From an optimization exercise on the open Yosys and OpenROAD flow, aimed at small area and a short achievable clock period; shortcuts taken in it are not production practice. Function was not checked in any run shown here: the RTL went through the layout flow alone. Power and IR drop assume default switching activity.

==> design.v <==
package lc3b_types;
    typedef logic [16-1:0] lc3b_word;
    typedef logic [3-1:0] lc3b_reg;
    typedef enum logic [3:0] {
        op_br   = 4'b0000,
        op_add  = 4'b0001,
        op_ldb  = 4'b0010,
        op_stb  = 4'b0011,
        op_jsr  = 4'b0100,
        op_and  = 4'b0101,
        op_ldr  = 4'b0110,
        op_str  = 4'b0111,
        op_rti  = 4'b1000,
        op_not  = 4'b1001,
        op_ldi  = 4'b1010,
        op_sti  = 4'b1011,
        op_jmp  = 4'b1100,
        op_shf  = 4'b1101,
        op_lea  = 4'b1110,
        op_trap = 4'b1111
    } lc3b_opcode;
    typedef enum logic [2:0] {
        alu_add,
        alu_and,
        alu_not,
        alu_passa,
        alu_passb
    } lc3b_aluop;
    typedef struct packed {
        lc3b_opcode opcode;
        lc3b_aluop  aluop;
        logic       addr1mux_sel;
        logic [1:0] addr2mux_sel;
        logic       addr3mux_sel;
        logic       lshf;
        logic       br_op;
        logic       jsr_op;
        logic       trap_op;
        logic       jmp_op;
        logic       uncond_op;
        logic       sr2mux_sel;
        logic       storemux_sel;
        logic [1:0] wbmux_sel;
        logic       dest_mux_sel;
        logic       load_reg;
        logic       load_cc;
        logic       dcacheR;
        logic       dcacheW;
        logic       dcache_enable;
        logic       d_mem_byte_sel;
        logic       alu_result_mux_sel;
        logic       stb_op;
        logic       ldi_op;
        logic       ldb_op;
        lc3b_word   pc;
    } lc3b_control_word;
    typedef struct packed {
        lc3b_control_word ctrl;
        lc3b_word         ir;
        lc3b_word         sr1_val;
        lc3b_word         sr2_val;
        lc3b_reg          dest;
    } idex_t;
    typedef struct packed {
        logic       reg_we;
        lc3b_reg    dest;
        lc3b_word   value;
        logic [2:0] cc;
        logic       mem_rd;
        logic       mem_wr;
        logic       mem_byte;
        lc3b_word   mem_addr;
        lc3b_word   mem_wdata;
        logic       redirect;
        lc3b_word   target;
    } retire_t;
endpackage
module lc3b_decode_exec
(
    input  logic                   clk,
    input  logic                   rst_n,
    input  logic                   instr_valid,
    input  lc3b_types::lc3b_word   instr,
    input  lc3b_types::lc3b_word   pc,
    output logic                   retire_valid,
    output logic                   retire_reg_we,
    output logic [2:0]             retire_dest,
    output logic [15:0]            retire_value,
    output logic [2:0]             retire_cc,
    output logic                   retire_mem_rd,
    output logic                   retire_mem_wr,
    output logic                   retire_mem_byte,
    output logic [15:0]            retire_mem_addr,
    output logic [15:0]            retire_mem_wdata,
    output logic                   retire_redirect,
    output logic [15:0]            retire_target
);
    logic        ex_valid;
    logic [15:0] ir;
    logic [15:0] pc2;
    logic [7:0]  sel_a;      
    logic        byp_a;      
    logic [7:0]  sel_b;      
    logic        byp_b;
    logic        use_pc;     
    logic        r_valid;
    logic        r_we, r_rd, r_wr, r_byte, r_redirect;
    logic [2:0]  r_dest;
    logic [15:0] r_value;
    logic [15:0] r_target;
    logic [2:0]  cc_old;
    logic        cc_pend;
    logic [15:0] rf [8];
    logic [7:0]  rf_ok;
    logic [7:0] wsel;
    always_comb
        for (int i = 0; i < 8; i++)
            wsel[i] = r_we && r_dest == i;
    always_ff @(posedge clk)
        for (int i = 0; i < 8; i++)
            if (wsel[i])
                rf[i] <= r_value;
    always_ff @(posedge clk or negedge rst_n)
        if (!rst_n)
            rf_ok <= '0;
        else
            rf_ok <= rf_ok | wsel;
    logic [3:0] d_op;
    logic       d_st, d_use_a, d_use_b, d_use_pc;
    logic [2:0] d_idx_b;
    logic [7:0] ok_next;
    logic       x_we;
    logic [2:0] x_dest;
    assign d_op = instr[15:12];
    assign d_st = (d_op[1:0] == 2'b11) && (d_op[3:2] != 2'b11);
    assign d_use_a = !(d_op == 4'b0000 || d_op == 4'b1000 || d_op == 4'b1110 ||
                       d_op == 4'b1111 || (d_op == 4'b0100 && instr[11]));
    assign d_use_b = d_st || ((d_op == 4'b0001 || d_op == 4'b0101) && !instr[5]);
    assign d_idx_b = d_st ? instr[11:9] : instr[2:0];
    assign d_use_pc = d_op == 4'b0000 || d_op == 4'b1110 || (d_op == 4'b0100 && instr[11]);
    assign ok_next = rf_ok | wsel;
    always_ff @(posedge clk or negedge rst_n)
        if (!rst_n)
            ex_valid <= 1'b0;
        else
            ex_valid <= instr_valid;
    always_ff @(posedge clk)
    begin
        ir <= instr;
        pc2 <= {pc[15:1] + 15'd1, pc[0]};
        use_pc <= d_use_pc;
        byp_a <= d_use_a && x_we && x_dest == instr[8:6];
        byp_b <= d_use_b && x_we && x_dest == d_idx_b;
        for (int i = 0; i < 8; i++)
        begin
            sel_a[i] <= d_use_a && ok_next[i] && instr[8:6] == i &&
                        !(x_we && x_dest == instr[8:6]);
            sel_b[i] <= d_use_b && ok_next[i] && d_idx_b == i &&
                        !(x_we && x_dest == d_idx_b);
        end
    end
    logic [3:0] op;
    assign op = ir[15:12];
    logic is_br, is_add, is_ldb, is_stb, is_jsr, is_and, is_ldr, is_str;
    logic is_not, is_ldi, is_sti, is_jmp, is_shf, is_lea, is_trap;
    assign is_br   = op == 4'b0000;
    assign is_add  = op == 4'b0001;
    assign is_ldb  = op == 4'b0010;
    assign is_stb  = op == 4'b0011;
    assign is_jsr  = op == 4'b0100;
    assign is_and  = op == 4'b0101;
    assign is_ldr  = op == 4'b0110;
    assign is_str  = op == 4'b0111;
    assign is_not  = op == 4'b1001;
    assign is_ldi  = op == 4'b1010;
    assign is_sti  = op == 4'b1011;
    assign is_jmp  = op == 4'b1100;
    assign is_shf  = op == 4'b1101;
    assign is_lea  = op == 4'b1110;
    assign is_trap = op == 4'b1111;
    logic is_ld, is_st, is_byte, ld_cc, wr;
    assign is_ld   = is_ldr | is_ldi | is_ldb;
    assign is_st   = is_str | is_sti | is_stb;
    assign is_byte = is_ldb | is_stb;
    assign ld_cc   = is_add | is_and | is_not | is_shf | is_lea;
    assign wr      = ld_cc | is_jsr;
    assign x_we = ex_valid && wr;
    assign x_dest = is_jsr ? 3'd7 : ir[11:9];
    logic [15:0] a, b;
    always_comb
    begin
        a = {16{byp_a}} & r_value;
        b = {16{byp_b}} & r_value;
        for (int i = 0; i < 8; i++)
        begin
            a = a | ({16{sel_a[i]}} & rf[i]);
            b = b | ({16{sel_b[i]}} & rf[i]);
        end
    end
    logic [15:0] opb;
    assign opb = b | ({16{ir[5] & (is_add | is_and)}} & {{11{ir[4]}}, ir[4:0]});
    logic [15:0] base, off, sum;
    assign base = a | ({16{use_pc}} & pc2);
    always_comb
    begin
        if (is_add)
            off = opb;
        else if (is_ld | is_st)
            off = is_byte ? {{10{ir[5]}}, ir[5:0]} : {{9{ir[5]}}, ir[5:0], 1'b0};
        else if (is_jsr)
            off = ir[11] ? {{4{ir[10]}}, ir[10:0], 1'b0} : 16'd0;
        else if (is_br | is_lea)
            off = {{6{ir[8]}}, ir[8:0], 1'b0};
        else
            off = 16'd0;
    end
    assign sum = base + off;
    logic [15:0] shf;
    always_comb
    begin
        if (!ir[4])
            shf = a << ir[3:0];
        else if (ir[5])
            shf = 16'($signed(a) >>> ir[3:0]);
        else
            shf = a >> ir[3:0];
    end
    logic [15:0] value, target;
    always_comb
    begin
        if (is_and)
            value = a & opb;
        else if (is_not)
            value = ~a;
        else if (is_shf)
            value = shf;
        else if (is_jsr | is_trap)
            value = pc2;
        else if (is_st)
            value = is_byte ? {b[7:0], b[7:0]} : b;
        else
            value = sum;
    end
    assign target = is_trap ? {7'b0, ir[7:0], 1'b0} : sum;
    logic [2:0] cc_cur;
    assign cc_cur = cc_pend ? {r_value[15], r_value == 16'd0, !r_value[15] && (r_value != 16'd0)}
                            : cc_old;
    always_ff @(posedge clk or negedge rst_n)
    begin
        if (!rst_n)
        begin
            r_valid <= 1'b0;
            r_we <= 1'b0;
            cc_old <= 3'b010;
            cc_pend <= 1'b0;
        end
        else
        begin
            r_valid <= ex_valid;
            r_we <= x_we;
            cc_old <= cc_cur;
            cc_pend <= ex_valid & ld_cc;
        end
    end
    always_ff @(posedge clk)
    begin
        r_rd <= is_ld | is_trap;
        r_wr <= is_st;
        r_byte <= is_byte;
        r_redirect <= is_jmp | is_jsr | (is_br & |(ir[11:9] & cc_cur));
        r_dest <= (is_jsr | is_trap) ? 3'd7 : ir[11:9];
        r_value <= value;
        r_target <= target;
    end
    assign retire_valid = r_valid;
    assign retire_reg_we = r_we;
    assign retire_dest = r_dest;
    assign retire_value = r_value;
    assign retire_cc = cc_cur;
    assign retire_mem_rd = r_rd;
    assign retire_mem_wr = r_wr;
    assign retire_mem_byte = r_byte;
    assign retire_mem_addr = r_target;
    assign retire_mem_wdata = r_value;
    assign retire_redirect = r_redirect;
    assign retire_target = r_target;
endmodule
==> run.sh <==
#!/bin/bash
# synth_recipe.tcl (not shown) runs the flow's synth.tcl, then flattens the netlist and writes it again
# the make line also repeats each setting of config.mk as NAME=value (left out here)
make -C /OpenROAD-flow-scripts/flow DESIGN_CONFIG=/design/flow/config.mk WORK_HOME=/design/flow/orfs CLKGATE_MAP_FILE= SYNTH_SCRIPT=/design/flow/synth_recipe.tcl finish
==> config.mk <==
export PLATFORM = sky130hd
export DESIGN_NAME = lc3b_decode_exec
export DESIGN_NICKNAME = lc3b_decode_exec
export VERILOG_FILES = /design/flow/design.v
export SDC_FILE = /design/flow/constraint.sdc
export NUM_CORES = 4
export LEC_CHECK = 0
export CAP_MARGIN = 20
export CORE_MARGIN = 2
export CORE_UTILIZATION = 40
export SLEW_MARGIN = 20
==> constraint.sdc <==
create_clock -name core_clock -period 5.0 [get_ports {clk}]
set_input_delay 1.0000 -clock core_clock [delete_from_list [all_inputs] [get_ports {clk}]]
set_output_delay 1.0000 -clock core_clock [all_outputs]
set_load 0.01 [all_outputs]
==> summary.txt, run 1 <==
Run status
  – Status: timing/DRC/antenna clean

Synth
  – Number of synthesized flops with an enable pin: 128
  – Top cell type's share of synthesized area: 30.4%
  – Seq/Total Area, Yosys: 47.6%
  – Ranking of synthesized cells by area: edfxtp_1 (30%), dfxtp_1 (14%), a22oi_1 (4.4%), nand2_1 (3.5%), nor2_1 (3.3%)
  – Ys Warns: 2
  – Net count after synthesis: 1342
  – Cell taking the most area after synthesis: edfxtp_1
  – Post-Synthesis Cell Area: 0.0126 mm²
  – Netlist cell types: 79
  – Synth Flop Type: edfxtp_1
  – Cells after Synth: 1290
  – Synth async-reset ratio: 6.44%
  – Synth Register Bits: 233
  – Syn_area_per_cell: 9.81 µm²

Placed design
  – Dpl cell area: 0.0140 mm²
  – Port bufs: 110
  – Final GP Congestion: 1.03
  – Dpl hpwl: 34.4 mm

Cells and area
  – Fill cells: 2911
  – Post-route cell area: 0.0149 mm²
  – P&R area growth vs syn: 17.7%
  – Area occupied by multi-input gates: 0.00586 mm²
  – Fin nets: 1415
  – Layout cells sized above 1: 9.26%
  – Reg area: 0.00602 mm²

Min path
  – Hold depth: 0
  – Hold Startpoint: ex_valid
  – WHS Endpoint: r_valid
  – Worst Hold Class: reg -> reg

Die
  – Core area: 0.0313 mm²
  – Die area: 0.0331 mm²
  – Starting Density: 40.4%
  – Die Height: 182 µm
  – DIE WIDTH: 182 µm
  – # rows: 65
  – # IOs: 111

CTS
  – CTS Hold Bufs: 0
  – Post-CTS setup buffers: 0
  – Cts repair resizes: 0
  – Clk latency of the worst-skew pair: 0.55 ns
  – Htree depth: 1
  – Total clock buffers created by CTS: 26
  – Clock transition at path regs: 0.06 ns
  – CTS Sinks: 233
  – CTS tree: built
  – Clock root cell: clkbuf_16
  – Clk buf depth: 3

STA
  – Least-Margin Pin Slew: 1.14 ns
  – Clk_skew: 0.0147 ns
  – Slew HR: 24.0%
  – Endpoints failing setup: 0
  – Tcrit/Tclk final: 85.3%
  – Hold Slack: 0.406 ns
  – TNS Setup: 0 ns
  – RSZ-0062 raised after global routing: false
  – Max Clock Freq: 234 MHz
  – Tmin final: 4.27 ns
  – Max Slew Vio Count: 0
  – Hold Fails Final Rpt: 0

Route
  – Initial drt markers: 1882
  – Antenna Nets Post-Route: 0
  – DRC: 0
  – Detailed Route WL: 47.7 mm
  – Post-DR wirelength/cell: 26.7 µm
  – First-pass detailed-route iteration total: 6
  – Vias/cell: 6.50
  – DR vias: 11605

Job
  – Max-Cap Viols: 0

Global routing
  – Total grt overflow: 0
  – Initial antenna violation count: 2
  – Largest net degree at the start of global routing: 32
  – Total global routing track utilization: 28.3%
  – Via count of the first global-routing pass: 11227
  – First-pass GRT wire length: 70.3 mm

Worst setup path
  – CP Max Fanout: 17
  – Critical Path RT: 5.43 ns
  – CP Launch Type: flop
  – Worst R2R Path Depth: 15
  – Worst Path Arrival: 4.69 ns
  – Worst R2R End: r_value[14]
  – Kind of critical path: reg -> reg
  – Reg-to-reg startpoint: ir[13]
  – R2R setup slack: 0.73 ns
  – Worst setup EP type: flop

Power and ir drop
  – Power Dens Cells: 394 mW/mm²
  – Total Power: 5.87 mW
  – VDD IR max: 279 µV
  – Leak pwr: 5.47 nW
## cell usage after synthesis (8+ instances only)
master / n
and2_1: 14
mux2i_1: 20
xor2_1: 10
a222oi_1: 32
a211oi_1: 14
buf_6: 10
nand2b_1: 9
buf_2: 14
nor3_1: 33
o21ai_0: 49
nand2_1: 119
a22o_1: 15
and3_1: 19
o221ai_1: 10
a22oi_1: 74
edfxtp_1: 128
a31oi_1: 12
a221oi_1: 18
o22ai_1: 25
dfrtp_1: 14
a21o_1: 11
clkbuf_1: 57
buf_4: 32
nor2b_1: 8
ha_1: 16
o211ai_1: 17
nand3_1: 46
inv_1: 30
a21oi_1: 81
dfxtp_1: 90
nor2_1: 110
nor4_1: 13
xnor2_1: 18
mux4_2: 9
## power by group
part / internal [mW] / switching [mW] / leakage [nW]
clock: 1.15 / 0.810 / 0.425
sequential: 2.24 / 0.232 / 2.08
combinational: 0.636 / 0.799 / 2.96
total: 4.03 / 1.84 / 5.47
## through the flow
step | worst slack (ns) | instances | util (%)
floorplan | 1.20 | 1290 | -
global placement | 0.758 | 1737 | 44.7
detailed placement | 0.790 | 1737 | 44.7
CTS | 0.779 | 1785 | 47.6
global route | 0.405 | 1785 | 47.6
finish | 0.733 | 1786 | 47.6
## layer usage
metal | global-route usage [%] | share of wire [%] | vias up
met3 | 8.12 | 12 | 169
li1 | - | - | 5096
met5 | 0 | 0.027 | -
met4 | 12.7 | 5.3 | 2
met1 | 39.2 | 41 | 5506
met2 | 41.2 | 41 | 832
## cell families after synthesis
logic type      synth area share (%)
compound gates                  23.4
xor+xnor                        1.94
fa+ha+maj                       1.74
buf+inv                         6.16
flops                           47.6
mux                             3.92
simple gates                    15.2
## cell type report
class	instances	share of cell area [%]
Antenna cell	1	0.0168
Clock buffer	31	4.64
Clock inverter	17	1.28
Inverter	33	0.832
Multi-Input combinational cell	906	39.4
Sequential cell	233	40.4
Tap cell	402	3.38
Timing Repair Buffer	163	10.1
## how the worst max path moves through the flow
stage	from	end	slack (ns)	depth (start not counted)
after global placement	ir[13]	r_value[8]	0.76	15
after detailed placement	ir[13]	r_value[14]	0.79	15
after CTS	ir[13]	r_value[14]	0.78	15
final	ir[13]	r_value[14]	0.73	15
after floorplan	ir[13]	r_value[14]	1.20	17
after global routing	ir[13]	r_value[14]	0.41	15
## cells in the final DEF, fill, tap and decap left out, drive strengths merged, types with 16 or more instances in the layout
cell and instances:
a21oi 81, a221oi 18, a222oi 32, a22oi 74, and3 19, buf 53
clkbuf 31, clkdlybuf4s50 110, dfxtp 90, edfxtp 128, ha 16, inv 33
mux2i 21, nand2 120, nand3 47, nor2 111, nor3 33, o211ai 17
o21ai 52, o22ai 25, xnor2 18
## worst max-delay path, stage by stage (launching register included)
cell and delay, ns:
dfxtp_1 0.71, nand2_1 0.12, buf_4 0.21, inv_1 0.38
nor2_1 0.08, a21oi_1 0.15, o22ai_1 0.13, ha_1 0.40
nor2b_1 0.16, o31a_1 0.29, o21ai_0 0.30, nand3_1 0.20
a31oi_1 0.31, mux2i_1 0.23, a21oi_1 0.09, or3_1 0.39
## sequential cells by signal, indices dropped and copies added (netlist names), 3 cells and up
signal and count:
r_value 16, cc_old 3, r_target 16, rf 128, r_dest 3, pc2 16, sel_a 8, sel_b 8
ir 16, rf_ok 8
==> run 2, diff against run 1 <==
--- a/design.v
+++ b/design.v
@@ -104,4 +104,6 @@
     logic        byp_b;
     logic        use_pc;     
+    logic        c_st;       
+    logic        i5, i6w, i6b, i9, i11;   
     logic        r_valid;
     logic        r_we, r_rd, r_wr, r_byte, r_redirect;
@@ -150,4 +152,10 @@
         pc2 <= {pc[15:1] + 15'd1, pc[0]};
         use_pc <= d_use_pc;
+        c_st <= d_st;
+        i5  <= (d_op == 4'b0001 || d_op == 4'b0101) && instr[5];
+        i6w <= (d_op == 4'b0110 || d_op == 4'b1010 || d_op == 4'b0111 || d_op == 4'b1011);
+        i6b <= (d_op == 4'b0010 || d_op == 4'b0011);
+        i9  <= d_op == 4'b0000 || d_op == 4'b1110;
+        i11 <= d_op == 4'b0100 && instr[11];
         byp_a <= d_use_a && x_we && x_dest == instr[8:6];
         byp_b <= d_use_b && x_we && x_dest == d_idx_b;
@@ -198,37 +206,29 @@
         end
     end
-    logic [15:0] opb;
-    assign opb = b | ({16{ir[5] & (is_add | is_and)}} & {{11{ir[4]}}, ir[4:0]});
-    logic [15:0] base, off, sum;
+    logic [15:0] imm, y;
+    assign imm = ({16{i5}}  & {{11{ir[4]}}, ir[4:0]}) |
+                 ({16{i6b}} & {{10{ir[5]}}, ir[5:0]}) |
+                 ({16{i6w}} & {{9{ir[5]}}, ir[5:0], 1'b0}) |
+                 ({16{i9}}  & {{6{ir[8]}}, ir[8:0], 1'b0}) |
+                 ({16{i11}} & {{4{ir[10]}}, ir[10:0], 1'b0});
+    assign y = ({16{!c_st}} & b) | imm;
+    logic [15:0] base, sum;
     assign base = a | ({16{use_pc}} & pc2);
-    always_comb
-    begin
-        if (is_add)
-            off = opb;
-        else if (is_ld | is_st)
-            off = is_byte ? {{10{ir[5]}}, ir[5:0]} : {{9{ir[5]}}, ir[5:0], 1'b0};
-        else if (is_jsr)
-            off = ir[11] ? {{4{ir[10]}}, ir[10:0], 1'b0} : 16'd0;
-        else if (is_br | is_lea)
-            off = {{6{ir[8]}}, ir[8:0], 1'b0};
-        else
-            off = 16'd0;
-    end
-    assign sum = base + off;
-    logic [15:0] shf;
-    always_comb
-    begin
-        if (!ir[4])
-            shf = a << ir[3:0];
-        else if (ir[5])
-            shf = 16'($signed(a) >>> ir[3:0]);
-        else
-            shf = a >> ir[3:0];
-    end
+    assign sum = base + y;
+    logic        shl;
+    logic [15:0] sh_in, sh_out, shf;
+    assign shl = !ir[4];
+    always_comb
+        for (int i = 0; i < 16; i++)
+            sh_in[i] = shl ? a[15 - i] : a[i];
+    assign sh_out = 16'($signed({ir[5] & ir[4] & a[15], sh_in}) >>> ir[3:0]);
+    always_comb
+        for (int i = 0; i < 16; i++)
+            shf[i] = shl ? sh_out[15 - i] : sh_out[i];
     logic [15:0] value, target;
     always_comb
     begin
         if (is_and)
-            value = a & opb;
+            value = a & y;
         else if (is_not)
             value = ~a;
--- a/config.mk
+++ b/config.mk
@@ -9,3 +9,4 @@
 export CORE_MARGIN = 2
 export CORE_UTILIZATION = 40
+export SETUP_SLACK_MARGIN = 1.5
 export SLEW_MARGIN = 20
==> summary.txt, run 2 <==
CTS
  – Clock transition at path regs: 0.07 ns
  – Clk buf depth: 3
  – Clk latency of the worst-skew pair: 0.58 ns
  – CTS tree: built
  – Htree depth: 1
  – CTS Sinks: 239
  – Total clock buffers created by CTS: 26
  – Clock root cell: clkbuf_16

Route
  – Detailed Route WL: 46.8 mm
  – First-pass detailed-route iteration total: 6
  – DRC: 0
  – Post-DR wirelength/cell: 26.5 µm
  – Vias/cell: 6.44
  – Initial drt markers: 1870
  – Antenna Nets Post-Route: 0
  – DR vias: 11361

STA
  – Tcrit/Tclk final: 72.8%
  – Slew HR: 16.5%
  – Max Slew Vio Count: 0
  – Max Clock Freq: 275 MHz
  – Endpoints failing setup: 0
  – Clk_skew: 0.0338 ns
  – RSZ-0062 raised after global routing: true
  – Tmin final: 3.64 ns
  – Hold Fails Final Rpt: 0
  – TNS Setup: 0 ns
  – Least-Margin Pin Slew: 1.25 ns

Worst setup path
  – Worst setup EP type: flop
  – CP Launch Type: flop
  – Worst R2R End: r_value[14]
  – CP Max Fanout: 7
  – Kind of critical path: reg -> reg
  – Worst Path Arrival: 4.12 ns
  – Worst R2R Path Depth: 16
  – R2R setup slack: 1.36 ns
  – Reg-to-reg startpoint: sel_a[4]
  – Critical Path RT: 5.47 ns

Synth
  – Post-Synthesis Cell Area: 0.0122 mm²
  – Seq/Total Area, Yosys: 50.5%
  – Ys Warns: 2
  – Commonest cells in the netlist: edfxtp_1 (128), nand2_1 (116), dfxtp_1 (96)
  – Synth async-reset ratio: 6.28%
  – Synth Flop Type: edfxtp_1
  – Synth Register Bits: 239
  – Cells after Synth: 1214
  – Net count after synthesis: 1266
  – Syn_area_per_cell: 10.0 µm²
  – Top-count cell post-synth: edfxtp_1
  – Number of synthesized flops with an enable pin: 128
  – Top cell type's share of synthesized area: 31.6%
  – Cell taking the most area after synthesis: edfxtp_1
  – Netlist cell types: 70
  – Ranking of synthesized cells by area: edfxtp_1 (32%), dfxtp_1 (16%), a22oi_1 (5.3%), nand2_1 (3.6%), dfrtp_1 (2.9%)

Die
  – # IOs: 111
  – Die Height: 178 µm
  – Die area: 0.0318 mm²
  – Starting Density: 40.8%
  – Core area: 0.0298 mm²
  – # rows: 63
  – DIE WIDTH: 178 µm

Min path
  – Worst Hold Class: reg -> reg
  – Hold Startpoint: ex_valid
  – WHS Endpoint: r_valid
  – Hold depth: 0

Cells and area
  – Most frequent cells in the layout: edfxtp_1 (128), nand2_1 (114), clkdlybuf4s50_1 (109)
  – Max reg flops: 128
  – Commonest non-fill, non-tap cell in the layout: edfxtp_1
  – Fin nets: 1405
  – Fill cells: 2714
  – Reg area: 0.00621 mm²
  – P&R area growth vs syn: 27.5%
  – N_diodes: 0
  – Area occupied by multi-input gates: 0.00582 mm²
  – Top reg by flops: rf
  – Finished Layout Cells: 1763
  – Layout cells sized above 1: 19.4%

Global routing
  – Total global routing track utilization: 28.7%
  – First-pass GRT wire length: 67.6 mm
  – Initial antenna violation count: 1
  – Via count of the first global-routing pass: 10632
  – Largest net degree at the start of global routing: 30
  – Total grt overflow: 0

Placed design
  – Port bufs: 110
  – Dpl hpwl: 32.2 mm
  – Final GP Congestion: 0.988
  – Placed instance count: 1641

Power and ir drop
  – VDD IR max: 251 µV
  – Power Dens Cells: 396 mW/mm²
  – Leak pwr: 5.83 nW

Run status
  – Status: timing/DRC/antenna clean

Job
  – Max-Cap Viols: 0
-- run 2: timing repair --
item | CTS | global route
hold buffers | 0 | 0
endpoints found under the setup margin | 25 | 30
resized for setup | 87 | 71
endpoints found under the hold margin | 0 | 0
setup buffers | 49 | 24
cloned | 0 | 1
pin swaps | 32 | 43
-- run 2: through the flow --
stage                     total power, mW  setup WS [ns]  utilization, %  hold WS (ns)  instance area (µm²)
after CTS                            6.03           1.43            50.3         0.415                15000
after detailed placement             4.06          0.748            45.2         0.401                13500
after global placement               4.06          0.841            45.2         0.382                13500
final                                6.14           1.36            52.0         0.414                15500
after global routing                 6.37           1.23            52.0         0.432                15500
after floorplan                      3.36           1.58               -         0.368                12200
-- run 2: logic make-up after synthesis --
kind of cell,after synthesis,share of synthesized area [%]
AO/OA/AOI/OAI,374,22.4
XOR/XNOR,30,2.16
adder cells (fa/ha/maj),17,1.81
buffers and inverters,147,5.67
flip-flops,239,50.5
multiplexers,25,2.78
AND/OR/NAND/NOR,382,14.7
-- run 2: how the worst max path moves through the flow --
stage	startpoint	endpoint	slack, ns	depth (start not counted)
CTS	sel_a[4]	r_value[8]	1.43	14
global route	sel_a[4]	r_value[15]	1.23	16
finish	sel_a[4]	r_value[14]	1.36	16
global placement	sel_b[1]	r_value[8]	0.84	14
detailed placement	sel_b[5]	r_value[15]	0.75	13
floorplan	sel_a[4]	r_value[8]	1.58	15
-- run 2: final cells by class --
type                       count  share of cell area [%]
clock buffer                  30                    4.43
inverter                      41                   0.993
sequential                   239                    40.1
timing repair buffer         217                    12.9
multi-input combinational    828                    37.5
tap                          390                    3.15
clock inverter                18                   0.912
-- run 2: where the power goes --
part           internal, mW  total (mW)  leakage (nW)  switching [mW]
Combinational         0.814        1.68          3.27           0.869
Clock                  1.04        1.87         0.413           0.826
Sequential             2.32        2.59          2.15           0.273
-- run 2: critical path, stage by stage, from the launching register on --
cell      delay, ns
dfxtp_4        0.39
buf_8          0.15
buf_4          0.13
a22oi_1        0.18
nand3_1        0.21
or2_4          0.32
a21o_1         0.20
inv_1          0.08
fa_2           0.23
nor2b_4        0.05
o31a_1         0.34
o211ai_1       0.33
a311oi_2       0.19
a31oi_1        0.24
xor2_1         0.24
o21ai_1        0.14
o211a_1        0.14
-- run 2: metal layers --
metal,vias to the layer above,global-route usage (%),share of wire [%]
met1,5470,40.6,41
li1,4912,-,-
met3,150,7.18,12
met4,2,11.9,4.4
met2,827,41.9,43
met5,-,0,0.019
==> run 3, diff against run 2 <==
--- a/config.mk
+++ b/config.mk
@@ -9,4 +9,3 @@
 export CORE_MARGIN = 2
 export CORE_UTILIZATION = 40
-export SETUP_SLACK_MARGIN = 1.5
 export SLEW_MARGIN = 20
==> summary.txt, run 3 <==
Placed design
  – Dpl cell area: 0.0135 mm²
  – Dpl hpwl: 32.2 mm
  – Port bufs: 110
  – Final GP Congestion: 0.988
  – Placed instance count: 1641

Worst setup path
  – R2R setup slack: 0.62 ns
  – Worst Path Arrival: 4.91 ns
  – Kind of critical path: reg -> reg
  – Critical Path RT: 5.52 ns
  – CP endpoint: r_value[14]
  – Crit path cell chain: a222oi_1, nand3_1, a22o_1, ha_1, inv_1, fa_1, nor2b_1, o31a_1, o211ai_1, a311oi_1, a31oi_1, xor2_1, o21ai_0, o211a_1
  – Worst setup EP type: flop
  – CP max-delay cell: dfxtp_1
  – CP Launch Type: flop
  – Critical Path Max Stage Delay: 0.97 ns
  – Origin of the worst setup path: sel_b[0]
  – WP buf/inv: 1
  – Levels on crit path: 14
  – CP top delay family: compound AO/OA/AOI/OAI gates
  – CP Max Fanout: 16
  – Worst R2R End: r_value[14]
  – Worst R2R Path Depth: 14
  – Reg-to-reg startpoint: sel_b[0]

Synth
  – Seq/Total Area, Yosys: 50.5%
  – Ys Warns: 2
  – Top-count cell post-synth: edfxtp_1
  – Number of synthesized flops with an enable pin: 128
  – Syn_area_per_cell: 10.0 µm²
  – Netlist cell types: 70
  – Synth Register Bits: 239
  – XOR/XNOR Fraction of Synth Area: 2.16%
  – Synth async-reset ratio: 6.28%
  – Post-Synthesis Cell Area: 0.0122 mm²
  – Cells after Synth: 1214
  – Mux cell area share after synthesis: 2.78%
  – Net count after synthesis: 1266
  – Cell taking the most area after synthesis: edfxtp_1
  – Top cell type's share of synthesized area: 31.6%
  – Post-Synth Adder-Cell Area: 1.81%
  – Synth Flop Type: edfxtp_1
  – Ranking of synthesized cells by area: edfxtp_1 (32%), dfxtp_1 (16%), a22oi_1 (5.3%), nand2_1 (3.6%), dfrtp_1 (2.9%)
  – Commonest cells in the netlist: edfxtp_1 (128), nand2_1 (116), dfxtp_1 (96)
  – Compound-Gate Fraction of Synth Area: 22.4%
  – Largest family of logic cells by synthesized area: compound AO/OA/AOI/OAI gates
  – Simple-Gate Fraction of Synth Area: 14.7%

Cells and area
  – Layout cells sized above 1: 7.78%
  – Most frequent cells in the layout: edfxtp_1 (128), nand2_1 (116), clkdlybuf4s50_1 (110)
  – N_diodes: 0
  – Finished Layout Cells: 1689
  – Post-route cell area: 0.0143 mm²
  – Max reg flops: 128
  – Final core area utilization: 48.0%
  – Top reg by flops: rf
  – Fill cells: 2820
  – Commonest non-fill, non-tap cell in the layout: edfxtp_1
  – Fin nets: 1331
  – P&R area growth vs syn: 17.6%

Route
  – First-pass detailed-route iteration total: 6
  – Detailed Route WL: 45.0 mm
  – Vias/cell: 6.42
  – Antenna Nets Post-Route: 0
  – DRC: 0
  – Post-DR wirelength/cell: 26.6 µm
  – DR vias: 10845
  – Initial drt markers: 1656

STA
  – Max Clock Freq: 228 MHz
  – Tcrit/Tclk final: 87.7%
  – Clk_skew: 0.0297 ns
  – RSZ-0062 raised after global routing: false
  – Max Slew Vio Count: 0
  – Endpoints failing setup: 0
  – Tmin final: 4.38 ns
  – Slew HR: 18.5%
  – Hold Fails Final Rpt: 0
  – TNS Setup: 0 ns
  – Least-Margin Pin Slew: 1.22 ns

CTS
  – Clk buf depth: 3
  – CTS Hold Bufs: 0
  – Clock transition at path regs: 0.07 ns
  – Cts repair resizes: 0
  – Total clock buffers created by CTS: 26
  – CTS tree: built
  – Clock root cell: clkbuf_16
  – CTS Sinks: 239
  – Htree depth: 1
  – Post-CTS setup buffers: 0
  – Clk latency of the worst-skew pair: 0.57 ns

Die
  – Core area: 0.0298 mm²
  – DIE WIDTH: 178 µm
  – # rows: 63
  – Die area: 0.0318 mm²
  – Die Height: 178 µm
  – # IOs: 111
  – Starting Density: 40.8%

Job
  – Max-Cap Viols: 0

Global routing
  – Initial antenna violation count: 1
  – Total global routing track utilization: 28.1%
  – Largest net degree at the start of global routing: 30
  – Via count of the first global-routing pass: 10282
  – Total grt overflow: 0
  – First-pass GRT wire length: 65.9 mm

Power and ir drop
  – VDD IR max: 241 µV
  – Leak pwr: 5.33 nW
  – Power Dens Cells: 413 mW/mm²
  – Total Power: 5.91 mW

Run status
  – Status: timing/DRC/antenna clean

Min path
  – Hold depth: 0
  – Worst Hold Class: reg -> reg
## run 3: cell counts after synthesis
No cell type changed its count.
## run 3: through the flow
step	worst slack [ns]	hold slack [ns]
5_1_grt	0.391	0.432
3_5_place_dp	0.748	0.401
2_1_floorplan	1.58	0.368
6_report	0.617	0.412
3_3_place_gp	0.841	0.382
4_1_cts	0.698	0.415
## run 3: worst min path at each step
stage,start,end
floorplan,ex_valid,r_valid
global placement,ex_valid,r_valid
detailed placement,ex_valid,r_valid
CTS,ex_valid,r_valid
global route,ex_valid,r_valid
finish,ex_valid,r_valid
## run 3: worst register-to-register path, stage by stage (launching register included)
cell and delay, ns:
dfxtp_1 0.97, a222oi_1 0.29, nand3_1 0.31, a22o_1 0.20
ha_1 0.22, inv_1 0.08, fa_1 0.47, nor2b_1 0.17
o31a_1 0.22, o211ai_1 0.17, a311oi_1 0.44, a31oi_1 0.17
xor2_1 0.19, o21ai_0 0.27, o211a_1 0.19
## run 3: cell families (layout without fill, tap and decap cells)
kind of cell | count (synthesis) | after routing
simple gates | 382 | 382
mux | 25 | 25
compound gates | 374 | 374
fa+ha+maj | 17 | 17
flops | 239 | 239
xor+xnor | 30 | 30
buf+inv | 147 | 232
## run 3: layout make-up
class	count	area, µm²	area share (%)
clock buffer	30	687	4.80
clock inverter	18	141	0.989
inverter	41	154	1.08
multi-input combinational	828	5340	37.3
sequential	239	6140	42.9
tap	390	488	3.41
timing repair buffer	143	1350	9.43
## run 3: power breakdown
| part | internal (mW) | leakage (nW) | switching, mW |
|---|---|---|---|
| sequential | 2.32 | 2.13 | 0.265 |
| combinational | 0.677 | 2.78 | 0.789 |
| clock | 1.04 | 0.413 | 0.820 |
## run 3: per-layer routing
| metal | up-vias | share of wire, % | GRT usage [%] |
|---|---|---|---|
| met5 | - | 0.020 | 0 |
| met4 | 2 | 4.2 | 11.5 |
| met3 | 111 | 12 | 6.82 |
| met2 | 724 | 42 | 40.4 |
| met1 | 5245 | 42 | 40.3 |
| li1 | 4763 | - | - |
==> run 4, diff against run 3 <==
--- a/config.mk
+++ b/config.mk
@@ -8,4 +8,5 @@
 export CAP_MARGIN = 20
 export CORE_MARGIN = 2
-export CORE_UTILIZATION = 40
+export CORE_UTILIZATION = 55
+export SETUP_SLACK_MARGIN = 2.2
 export SLEW_MARGIN = 20
==> summary.txt, run 4 <==
Worst setup path
  – CP Max Fanout: 6
  – CP endpoint: r_value[14]
  – Levels on crit path: 16
  – Worst R2R Path Depth: 16
  – Origin of the worst setup path: sel_b[1]
  – Worst R2R End: r_value[14]
  – CP dominant cell by count: buf_4
  – Worst setup EP type: flop
  – Critical Path RT: 5.43 ns
  – CP top delay family: compound AO/OA/AOI/OAI gates
  – WP buf/inv: 3
  – Critical Path Max Stage Delay: 0.38 ns
  – Kind of critical path: reg -> reg
  – Reg-to-reg startpoint: sel_b[1]
  – CP Launch Type: flop
  – Worst Path Arrival: 4.05 ns
  – Crit path cell chain: a222oi_1, nand3_1, a221o_1, a222oi_1, buf_4, buf_4, fa_2, nor2b_2, o31a_1, o211ai_1, buf_4, a311oi_2, a31oi_1, xor2_1, o21ai_1, o211a_1
  – CP max-delay cell: dfxtp_4
  – R2R setup slack: 1.38 ns

STA
  – Hold Slack: 0.402 ns
  – RSZ-0062 raised after global routing: true
  – Least-Margin Pin Slew: 0.972 ns
  – Tcrit/Tclk final: 72.4%
  – Endpoints failing setup: 0
  – Max Clock Freq: 276 MHz
  – Slew HR: 35.2%
  – TNS Setup: 0 ns
  – Max Slew Vio Count: 0
  – Hold Fails Final Rpt: 0
  – Clk_skew: 0.0181 ns
  – Tmin final: 3.62 ns

CTS
  – CTS Sinks: 239
  – CTS tree: built
  – Total clock buffers created by CTS: 26
  – Clock root cell: clkbuf_16
  – Clk latency of the worst-skew pair: 0.54 ns
  – Htree depth: 1
  – Clock transition at path regs: 0.06 ns
  – Clk buf depth: 3
  – CTS Hold Bufs: 0

Synth
  – Top cell type's share of synthesized area: 31.6%
  – Synth async-reset ratio: 6.28%
  – Ys Warns: 2
  – Net count after synthesis: 1266
  – Number of synthesized flops with an enable pin: 128
  – Commonest cells in the netlist: edfxtp_1 (128), nand2_1 (116), dfxtp_1 (96)
  – Cell taking the most area after synthesis: edfxtp_1
  – Ranking of synthesized cells by area: edfxtp_1 (32%), dfxtp_1 (16%), a22oi_1 (5.3%), nand2_1 (3.6%), dfrtp_1 (2.9%)
  – Netlist cell types: 70
  – Seq/Total Area, Yosys: 50.5%
  – Cells after Synth: 1214
  – Synth Flop Type: edfxtp_1
  – Syn_area_per_cell: 10.0 µm²
  – Post-Synthesis Cell Area: 0.0122 mm²
  – Top-count cell post-synth: edfxtp_1
  – Synth Register Bits: 239

Route
  – Initial drt markers: 1807
  – Antenna Nets Post-Route: 0
  – Post-DR wirelength/cell: 27.6 µm
  – Vias/cell: 7.00
  – DR vias: 11682
  – Detailed Route WL: 46.1 mm
  – First-pass detailed-route iteration total: 10
  – DRC: 0

Power and ir drop
  – VDD IR max: 298 µV
  – NetSw: 2.00 mW
  – Power Dens Cells: 412 mW/mm²
  – Switching part of the total: 31.1%
  – Leak pwr: 6.00 nW
  – Comb power frac: 30.0%
  – Pint: 4.43 mW
  – Clk network pwr share: 30.5%
  – Sequential power share: 39.6%

Cells and area
  – Fill cells: 1577
  – Reg area: 0.00625 mm²
  – N_diodes: 0
  – P&R area growth vs syn: 28.4%
  – Layout cells sized above 1: 22.4%
  – Top reg by flops: rf
  – Post-route cell area: 0.0156 mm²
  – Final core area utilization: 71.8%
  – Most frequent cells in the layout: edfxtp_1 (128), nand2_1 (113), buf_4 (108)
  – Finished Layout Cells: 1670
  – Max reg flops: 128
  – Fin nets: 1422
  – Area occupied by multi-input gates: 0.00588 mm²
  – Commonest non-fill, non-tap cell in the layout: edfxtp_1

Placed design
  – Port bufs: 110
  – Final GP Congestion: 1.04
  – Dpl hpwl: 30.7 mm
  – Dpl cell area: 0.0134 mm²
  – Placed instance count: 1525

Die
  – Core area: 0.0218 mm²
  – # IOs: 111
  – Die area: 0.0233 mm²
  – # rows: 54
  – Starting Density: 55.9%
  – DIE WIDTH: 153 µm
  – Die Height: 153 µm

Run status
  – Status: timing/DRC/antenna clean

Global routing
  – Via count of the first global-routing pass: 10905
  – Total global routing track utilization: 38.1%
  – Total grt overflow: 0
  – First-pass GRT wire length: 67.9 mm
  – Largest net degree at the start of global routing: 37
  – Initial antenna violation count: 0

Job
  – Max-Cap Viols: 0

Min path
  – Worst Hold Class: reg -> reg
==> run 4: layer usage <==
layer / vias to the layer above / track usage, % / routed length, µm
li1: 4959 / - / -
met1: 5451 / 54.4 / 17200
met2: 1093 / 54.6 / 19200
met3: 179 / 10.9 / 7370
met4: 0 / 16.1 / 2330
met5: - / 0 / 0
==> run 4: final cells by class <==
class / count / share of cell area [%]
Clock buffer: 30 / 4.26
Clock inverter: 18 / 1.32
Inverter: 41 / 1.01
Multi-Input combinational cell: 828 / 37.7
Sequential cell: 239 / 40.0
Tap cell: 280 / 2.24
Timing Repair Buffer: 234 / 13.5
==> run 4: worst register-to-register path: stages (launching register included) <==
cell and delay, ns:
dfxtp_4 0.38, a222oi_1 0.33, nand3_1 0.12, a221o_1 0.38
a222oi_1 0.29, buf_4 0.18, buf_4 0.10, fa_2 0.20
nor2b_2 0.05, o31a_1 0.32, o211ai_1 0.20, buf_4 0.18
a311oi_2 0.11, a31oi_1 0.21, xor2_1 0.22, o21ai_1 0.08
o211a_1 0.15
==> run 4: logic make-up after synthesis <==
group | Yosys count | synth area share, %
DFF | 239 | 50.5
xor gates and xnor gates | 30 | 2.16
and+or+nand+nor | 382 | 14.7
muxes | 25 | 2.78
buffers and inverters | 147 | 5.67
AOI/OAI and AO/OA | 374 | 22.4
adders and majority gates | 17 | 1.81
==> run 4: stage by stage <==
stage / power (mW) / setup slack [ns]
2_1_floorplan: 3.38 / 1.88
6_report: 6.44 / 1.38
3_5_place_dp: 4.06 / 1.02
4_1_cts: 6.31 / 1.49
3_3_place_gp: 4.05 / 0.974
5_1_grt: 6.64 / 1.21
==> run 4: power by group through the flow <==
stage	combinational [mW]	sequential, mW	clock [mW]
after floorplan	0.845	2.54	0
after global placement	1.44	2.61	0
after detailed placement	1.44	2.62	0
after CTS	1.81	2.53	1.97
after global routing	2.02	2.56	2.06
final	1.93	2.55	1.96
==> run 4: repair_timing <==
action                     in CTS  in global routing
setup buffers                  82                 15
resized for setup             163                 42
pin swaps                      55                 40
setup endpoints to repair      65                 49
==> run 4: worst min path at each step <==
stage          slack, ns  depth (start not counted)       to      from
4_1_cts             0.40                          0  r_valid  ex_valid
6_report            0.40                          0  r_valid  ex_valid
3_5_place_dp        0.39                          0  r_valid  ex_valid
2_1_floorplan       0.37                          0  r_valid  ex_valid
3_3_place_gp        0.39                          0  r_valid  ex_valid
5_1_grt             0.43                          0  r_valid  ex_valid
==> run 5, diff against run 4 <==
==> flow/run.sh (new file) <==
#!/bin/bash
# standard layout, with the port buffers made from the smallest buffer
cp standard.sh standard_sh.txt
export BUFFER_PORTS_ARGS="-buffer_cell sky130_fd_sc_hd__buf_1"
bash standard.sh > standard.log 2>&1
==> standard.sh (new file) <==
#!/bin/bash
# synth_recipe.tcl (not shown) runs the flow's synth.tcl, then flattens the netlist and writes it again
# the make line also repeats each setting of config.mk as NAME=value (left out here)
make -C /OpenROAD-flow-scripts/flow DESIGN_CONFIG=/design/flow/config.mk WORK_HOME=/design/flow/orfs CLKGATE_MAP_FILE= SYNTH_SCRIPT=/design/flow/synth_recipe.tcl "${@:-finish}"
--- a/config.mk
+++ b/config.mk
@@ -8,5 +8,5 @@
 export CAP_MARGIN = 20
 export CORE_MARGIN = 2
-export CORE_UTILIZATION = 55
-export SETUP_SLACK_MARGIN = 2.2
+export CORE_UTILIZATION = 40
+export SETUP_SLACK_MARGIN = 1.5
 export SLEW_MARGIN = 20
removed: run.sh
==> summary.txt, run 5 <==
Run status
  – Status: timing/DRC/antenna clean

Synth
  – Commonest cells in the netlist: edfxtp_1 (128), nand2_1 (116), dfxtp_1 (96)
  – Synth Register Bits: 239
  – Number of synthesized flops with an enable pin: 128
  – Top-count cell post-synth: edfxtp_1
  – Top cell type's share of synthesized area: 31.6%
  – Cells after Synth: 1214
  – Synth Flop Type: edfxtp_1
  – Synth async-reset ratio: 6.28%
  – Netlist cell types: 70
  – Compound-Gate Fraction of Synth Area: 22.4%
  – Syn_area_per_cell: 10.0 µm²
  – Seq/Total Area, Yosys: 50.5%
  – Ranking of synthesized cells by area: edfxtp_1 (32%), dfxtp_1 (16%), a22oi_1 (5.3%), nand2_1 (3.6%), dfrtp_1 (2.9%)
  – Post-Synth Adder-Cell Area: 1.81%
  – Net count after synthesis: 1266
  – Cell taking the most area after synthesis: edfxtp_1
  – Mux cell area share after synthesis: 2.78%
  – Post-Synthesis Cell Area: 0.0122 mm²
  – Simple-Gate Fraction of Synth Area: 14.7%
  – Largest family of logic cells by synthesized area: compound AO/OA/AOI/OAI gates
  – Ys Warns: 2
  – XOR/XNOR Fraction of Synth Area: 2.16%

Power and ir drop
  – Comb power frac: 22.2%
  – Sequential power share: 42.2%
  – Leak pwr: 5.43 nW
  – NetSw: 1.93 mW
  – Switching part of the total: 31.7%
  – VDD IR max: 228 µV
  – Clk network pwr share: 35.6%
  – Pint: 4.17 mW
  – Power Dens Cells: 421 mW/mm²

Worst setup path
  – CP Max Fanout: 16
  – Worst R2R Path Depth: 14
  – Worst setup EP type: flop
  – Reg-to-reg startpoint: sel_a[4]
  – CP Launch Type: flop
  – R2R setup slack: 1.40 ns
  – Worst R2R End: r_value[8]
  – Kind of critical path: reg -> reg
  – Worst Path Arrival: 4.05 ns
  – Critical Path RT: 5.45 ns

Placed design
  – Dpl hpwl: 31.4 mm
  – Final GP Congestion: 1.03
  – Placed instance count: 1635
  – Dpl cell area: 0.0127 mm²
  – Port bufs: 110

Die
  – DIE WIDTH: 178 µm
  – Starting Density: 40.8%
  – # IOs: 111
  – Die Height: 178 µm
  – Die area: 0.0318 mm²
  – # rows: 63
  – Core area: 0.0298 mm²

Route
  – First-pass detailed-route iteration total: 6
  – Post-DR wirelength/cell: 26.0 µm
  – Detailed Route WL: 45.2 mm
  – Antenna Nets Post-Route: 0
  – DRC: 0
  – Initial drt markers: 1539
  – Vias/cell: 6.41
  – DR vias: 11152

Min path
  – Hold Startpoint: ex_valid
  – Hold depth: 0
  – WHS Endpoint: r_valid
  – Worst Hold Class: reg -> reg

Global routing
  – Total grt overflow: 0
  – First-pass GRT wire length: 65.1 mm
  – Via count of the first global-routing pass: 10032
  – Total global routing track utilization: 27.7%
  – Largest net degree at the start of global routing: 35
  – Initial antenna violation count: 0

CTS
  – Clk buf depth: 3
  – Htree depth: 1
  – Clock root cell: clkbuf_16
  – CTS tree: built
  – CTS Sinks: 239
  – Total clock buffers created by CTS: 27
  – Clk latency of the worst-skew pair: 0.56 ns
  – Clock transition at path regs: 0.06 ns

STA
  – Endpoints failing setup: 0
  – Slew HR: 23.1%
  – Tcrit/Tclk final: 72.0%
  – Hold Slack: 0.412 ns
  – TNS Setup: 0 ns
  – Clk_skew: 0.0141 ns
  – Least-Margin Pin Slew: 1.15 ns
  – Hold Fails Final Rpt: 0
  – Tmin final: 3.60 ns
  – RSZ-0062 raised after global routing: true
  – Max Clock Freq: 278 MHz
  – Max Slew Vio Count: 0

Cells and area
  – Finished Layout Cells: 1739
  – Most frequent cells in the layout: edfxtp_1 (128), nand2_1 (116), buf_1 (110)
  – Commonest non-fill, non-tap cell in the layout: edfxtp_1
  – N_diodes: 0
  – Max reg flops: 128
  – Top reg by flops: rf
  – Post-route cell area: 0.0145 mm²
  – Fill cells: 2788
  – Fin nets: 1380
  – Layout cells sized above 1: 15.9%
  – P&R area growth vs syn: 19.1%

Job
  – Max-Cap Viols: 0
## run 5: cell types whose count changed in the layout (fill, tap and decap cells not counted), moves of 4 or more
cell             previous run  this run
o21ai_0                    36        47
dfxtp_4                    25        17
buf_4                     108        80
a21oi_1                    38        43
buf_1                       0       110
clkdlybuf4s50_1            98         0
dlygate4sd2_1               6         0
o21ai_2                     6         1
dfxtp_2                     9         4
o21ai_1                    11         5
a21oi_2                     4         0
buf_6                      16         0
dfxtp_1                    62        75
nor2b_1                     5        10
## run 5: power groups by stage
| stage | clock (mW) | combinational [mW] | sequential, mW |
|---|---|---|---|
| final | 2.17 | 1.36 | 2.58 |
| after global routing | 2.27 | 1.45 | 2.60 |
| after CTS | 2.20 | 1.24 | 2.57 |
| after detailed placement | 0 | 1.19 | 2.62 |
| after global placement | 0 | 1.19 | 2.61 |
| after floorplan | 0 | 0.819 | 2.54 |
## run 5: cell type report
cell class	count	area [µm²]	area share [%]
Multi-Input combinational cell	828	5620	38.8
Sequential cell	239	6210	42.9
Clock buffer	32	716	4.94
Inverter	41	154	1.06
Tap cell	390	488	3.37
Clock inverter	18	263	1.81
Timing Repair Buffer	191	1030	7.13
## run 5: through the flow
step | total power, mW | util (%) | setup WS, ns
finish | 6.10 | 48.6 | 1.40
global route | 6.33 | 48.6 | 1.29
CTS | 6.01 | 47.4 | 1.44
detailed placement | 3.80 | 42.8 | 0.900
global placement | 3.80 | 42.7 | 0.913
floorplan | 3.36 | - | 1.58
## run 5: kinds of logic (layout without fill, tap and decap cells)
logic type	count (synthesis)	count (layout)
xor+xnor	30	30
mux	25	25
compound gates	374	374
fa+ha+maj	17	17
flops	239	239
buf+inv	147	282
simple gates	382	382
## run 5: worst max path at each step
stage / from / end / depth (start not counted)
floorplan: sel_a[4] / r_value[8] / 15
global placement: sel_b[1] / r_value[9] / 14
detailed placement: sel_b[1] / r_value[8] / 13
CTS: rf[1][1] / r_value[8] / 14
global route: rf[1][2] / r_value[8] / 13
finish: sel_a[4] / r_value[8] / 14
## run 5: critical path, stage by stage (launching register included)
cell and delay [ns]:
dfxtp_4 0.43, a222oi_1 0.32, buf_4 0.17, inv_1 0.04, or2_2 0.34, a21o_1 0.17
ha_1 0.35, nor2b_2 0.18, o31a_1 0.30, o31ai_2 0.27, xor2_1 0.25, o211ai_1 0.13
a31oi_2 0.21, o311ai_1 0.14, o21a_1 0.18
## run 5: what timing repair did
action	in CTS	in global routing
resized for setup	52	40
endpoints found under the setup margin	21	21
hold buffers	0	0
setup buffers	30	24
pin swaps	20	22
## run 5: per-layer routing
| metal | GRT usage (%) | vias to the layer above | routed length, µm |
|---|---|---|---|
| met5 | 0 | - | 0 |
| met4 | 9.79 | 0 | 1740 |
| met3 | 6.50 | 123 | 5600 |
| met2 | 40.5 | 777 | 19400 |
| met1 | 40.1 | 5384 | 18400 |
| li1 | - | 4868 | - |
==> run 6, diff against run 5 <==
--- a/config.mk
+++ b/config.mk
@@ -8,5 +8,6 @@
 export CAP_MARGIN = 20
 export CORE_MARGIN = 2
-export CORE_UTILIZATION = 40
+export CORE_UTILIZATION = 55
+export CTS_BUF_LIST = sky130_fd_sc_hd__clkbuf_8
 export SETUP_SLACK_MARGIN = 1.5
 export SLEW_MARGIN = 20
==> summary.txt, run 6 <==
Route
  – DR top layer: met4
  – Post-DR wirelength/cell: 26.7 µm
  – First-pass detailed-route iteration total: 9
  – Met2 wire len: 18.6 mm
  – Initial drt markers: 1890
  – DRC: 0
  – Vias/cell: 6.90
  – Met1 WL: 17.3 mm
  – DR vias: 11419
  – Detailed Route WL: 44.2 mm
  – Antenna Nets Post-Route: 0
  – Met3 Wirelength: 6.41 mm

Cells and area
  – P&R area growth vs syn: 17.5%
  – Final core area utilization: 65.6%
  – Fill cells: 1828
  – Fin nets: 1398
  – Max reg flops: 128
  – Most frequent cells in the layout: edfxtp_1 (128), nand2_1 (115), buf_1 (110)
  – Layout cells sized above 1: 17.6%
  – Top reg by flops: rf
  – N_diodes: 0
  – Area occupied by multi-input gates: 0.00572 mm²
  – Commonest non-fill, non-tap cell in the layout: edfxtp_1
  – Finished Layout Cells: 1656
  – Reg area: 0.00622 mm²

Worst setup path
  – CP endpoint: r_value[5]
  – CP Launch Type: flop
  – Origin of the worst setup path: rf[1][1]
  – Reg-to-reg startpoint: rf[1][1]
  – Worst setup EP type: flop
  – Kind of critical path: reg -> reg
  – Critical Path RT: 5.43 ns
  – Worst R2R End: r_value[5]
  – Worst R2R Path Depth: 16
  – Worst Path Arrival: 3.98 ns
  – R2R setup slack: 1.45 ns
  – CP Max Fanout: 2

Synth
  – Synth Register Bits: 239
  – Top-count cell post-synth: edfxtp_1
  – Cell taking the most area after synthesis: edfxtp_1
  – Synth async-reset ratio: 6.28%
  – Ranking of synthesized cells by area: edfxtp_1 (32%), dfxtp_1 (16%), a22oi_1 (5.3%), nand2_1 (3.6%), dfrtp_1 (2.9%)
  – Synth Flop Type: edfxtp_1
  – Net count after synthesis: 1266
  – Cells after Synth: 1214
  – Post-Synthesis Cell Area: 0.0122 mm²
  – Ys Warns: 2
  – Syn_area_per_cell: 10.0 µm²
  – Seq/Total Area, Yosys: 50.5%
  – Top cell type's share of synthesized area: 31.6%
  – Commonest cells in the netlist: edfxtp_1 (128), nand2_1 (116), dfxtp_1 (96)
  – Netlist cell types: 70
  – Number of synthesized flops with an enable pin: 128

Global routing
  – Total global routing track utilization: 36.4%
  – Largest net degree at the start of global routing: 28
  – Initial antenna violation count: 0
  – Total grt overflow: 0
  – Via count of the first global-routing pass: 10342
  – First-pass GRT wire length: 64.7 mm

Min path
  – Worst Hold Class: reg -> reg
  – Hold Startpoint: ex_valid

Placed design
  – Port bufs: 110
  – Placed instance count: 1525
  – Final GP Congestion: 1.03
  – Dpl hpwl: 30.7 mm

CTS
  – Clk buf depth: 3
  – Clock root cell: clkbuf_8
  – Total clock buffers created by CTS: 40
  – Clk latency of the worst-skew pair: 0.56 ns
  – Clock transition at path regs: 0.06 ns
  – Htree depth: 2
  – CTS tree: built
  – CTS Hold Bufs: 0
  – CTS Sinks: 239

STA
  – Tmin final: 3.55 ns
  – Hold Slack: 0.416 ns
  – Least-Margin Pin Slew: 1.33 ns
  – RSZ-0062 raised after global routing: true
  – Clk_skew: 0.0326 ns
  – Endpoints failing setup: 0
  – Slew HR: 11.5%
  – Max Slew Vio Count: 0
  – TNS Setup: 0 ns
  – Max Clock Freq: 282 MHz
  – Hold Fails Final Rpt: 0
  – Tcrit/Tclk final: 71.0%

Power and ir drop
  – Comb power frac: 25.1%
  – Leak pwr: 5.44 nW
  – Total Power: 5.68 mW
  – Power Dens Cells: 398 mW/mm²
  – Sequential power share: 45.0%
  – Pint: 3.76 mW
  – Clk network pwr share: 29.9%
  – NetSw: 1.92 mW
  – Switching part of the total: 33.9%
  – VDD IR max: 335 µV

Job
  – Max-Cap Viols: 0

Die
  – Die Height: 153 µm
  – # IOs: 111
  – # rows: 54
  – Die area: 0.0233 mm²
  – DIE WIDTH: 153 µm
  – Core area: 0.0218 mm²
  – Starting Density: 55.9%

Run status
  – Status: timing/DRC/antenna clean
-- run 6: cell counts after synthesis --
No cell type changed its count.
-- run 6: stage by stage --
step,setup slack (ns),area [µm²]
6_report,1.45,14300
5_1_grt,1.19,14300
4_1_cts,1.51,13800
3_5_place_dp,0.911,12600
3_3_place_gp,0.981,12600
2_1_floorplan,1.58,12200
-- run 6: timing repair --
item	in CTS	in global routing
pin swaps	23	54
endpoints found under the setup margin	21	21
gates resized for setup	59	54
buffers inserted	34	25
-- run 6: area by class of cell --
class,instances,share of cell area (%)
tap,280,2.45
clock inverter,27,1.15
inverter,41,1.08
multi-input combinational,828,40.0
clock buffer,45,4.34
timing repair buffer,196,7.44
sequential,239,43.5
-- run 6: cells by family (layout without fill, tap and decap cells) --
family                   after synthesis  count (layout)  synth area share [%]
AND/OR/NAND/NOR                      382             382                  14.7
XOR/XNOR                              30              30                  2.16
multiplexers                          25              25                  2.78
AO/OA/AOI/OAI                        374             374                  22.4
flip-flops                           239             239                  50.5
adder cells (fa/ha/maj)               17              17                  1.81
buffers and inverters                147             309                  5.67
-- run 6: power groups by stage --
stage | registers, mW | clock network (mW) | logic [mW]
after global placement | 2.58 | 0 | 1.21
after floorplan | 2.54 | 0 | 0.819
after CTS | 2.54 | 1.71 | 1.27
after global routing | 2.57 | 1.80 | 1.52
final | 2.55 | 1.70 | 1.43
after detailed placement | 2.58 | 0 | 1.21
-- run 6: how the worst min path moves through the flow --
stage / endpoint / cells past startpoint
after detailed placement: r_valid / 0
after floorplan: r_valid / 0
after CTS: r_valid / 0
after global routing: r_valid / 0
final: r_valid / 0
after global placement: r_valid / 0
-- run 6: layer usage --
layer	up-vias	global-route usage [%]
li1	4897	-
met4	0	11.5
met2	1015	53.5
met3	144	9.78
met1	5363	52.8
met5	-	0
-- run 6: worst max-delay path, stage by stage (launching register included) --
cell	delay, ns
edfxtp_1	0.39
a222oi_1	0.38
nand3_1	0.13
a221o_1	0.36
a222oi_1	0.24
buf_4	0.18
inv_1	0.07
ha_4	0.23
a211oi_4	0.30
buf_4	0.16
o21bai_1	0.07
a21oi_1	0.16
xor2_1	0.25
nor2_1	0.07
o22ai_1	0.12
o221ai_1	0.15
a21o_1	0.18

[port drivers added, routing unchanged]
The results above use ideal ports. As a check the final layouts listed here were re-extracted and re-timed, cells and wires unchanged. Step 1: set_driving_cell puts a clkbuf_16 on clk and a buf_2 on each other input, an assumption about the parent block. Step 2, shift: input delay + t, output delay - t, t = (earliest + latest rising clock arrival at the registers) / 2. This alone moves slack from input paths to output paths. a / b / c = ideal ports / drivers / drivers and shift; a / b = the first two.
| run | t, ns | setup slack, ns | worst data-port slew with drivers (ns) |
|---|---|---|---|
| run 1 | 0.593 | 0.733 / 0.733 / 0.733 | 0.04 |
| run 2 | 0.609 | 1.358 / 1.358 / 1.094 | 0.04 |
| run 3 | 0.609 | 0.617 / 0.617 / 0.617 | 0.04 |
| run 4 | 0.587 | 1.380 / 1.380 / 1.380 | 0.04 |
| run 5 | 0.607 | 1.398 / 1.398 / 1.212 | 0.04 |
| run 6 | 0.591 | 1.450 / 1.450 / 1.352 | 0.03 |
After both steps setup and hold are still met in every run listed. For run 2, which loses most, drivers alone change the setup slack by 0.000 ns; drivers and shift together by -0.264 ns.
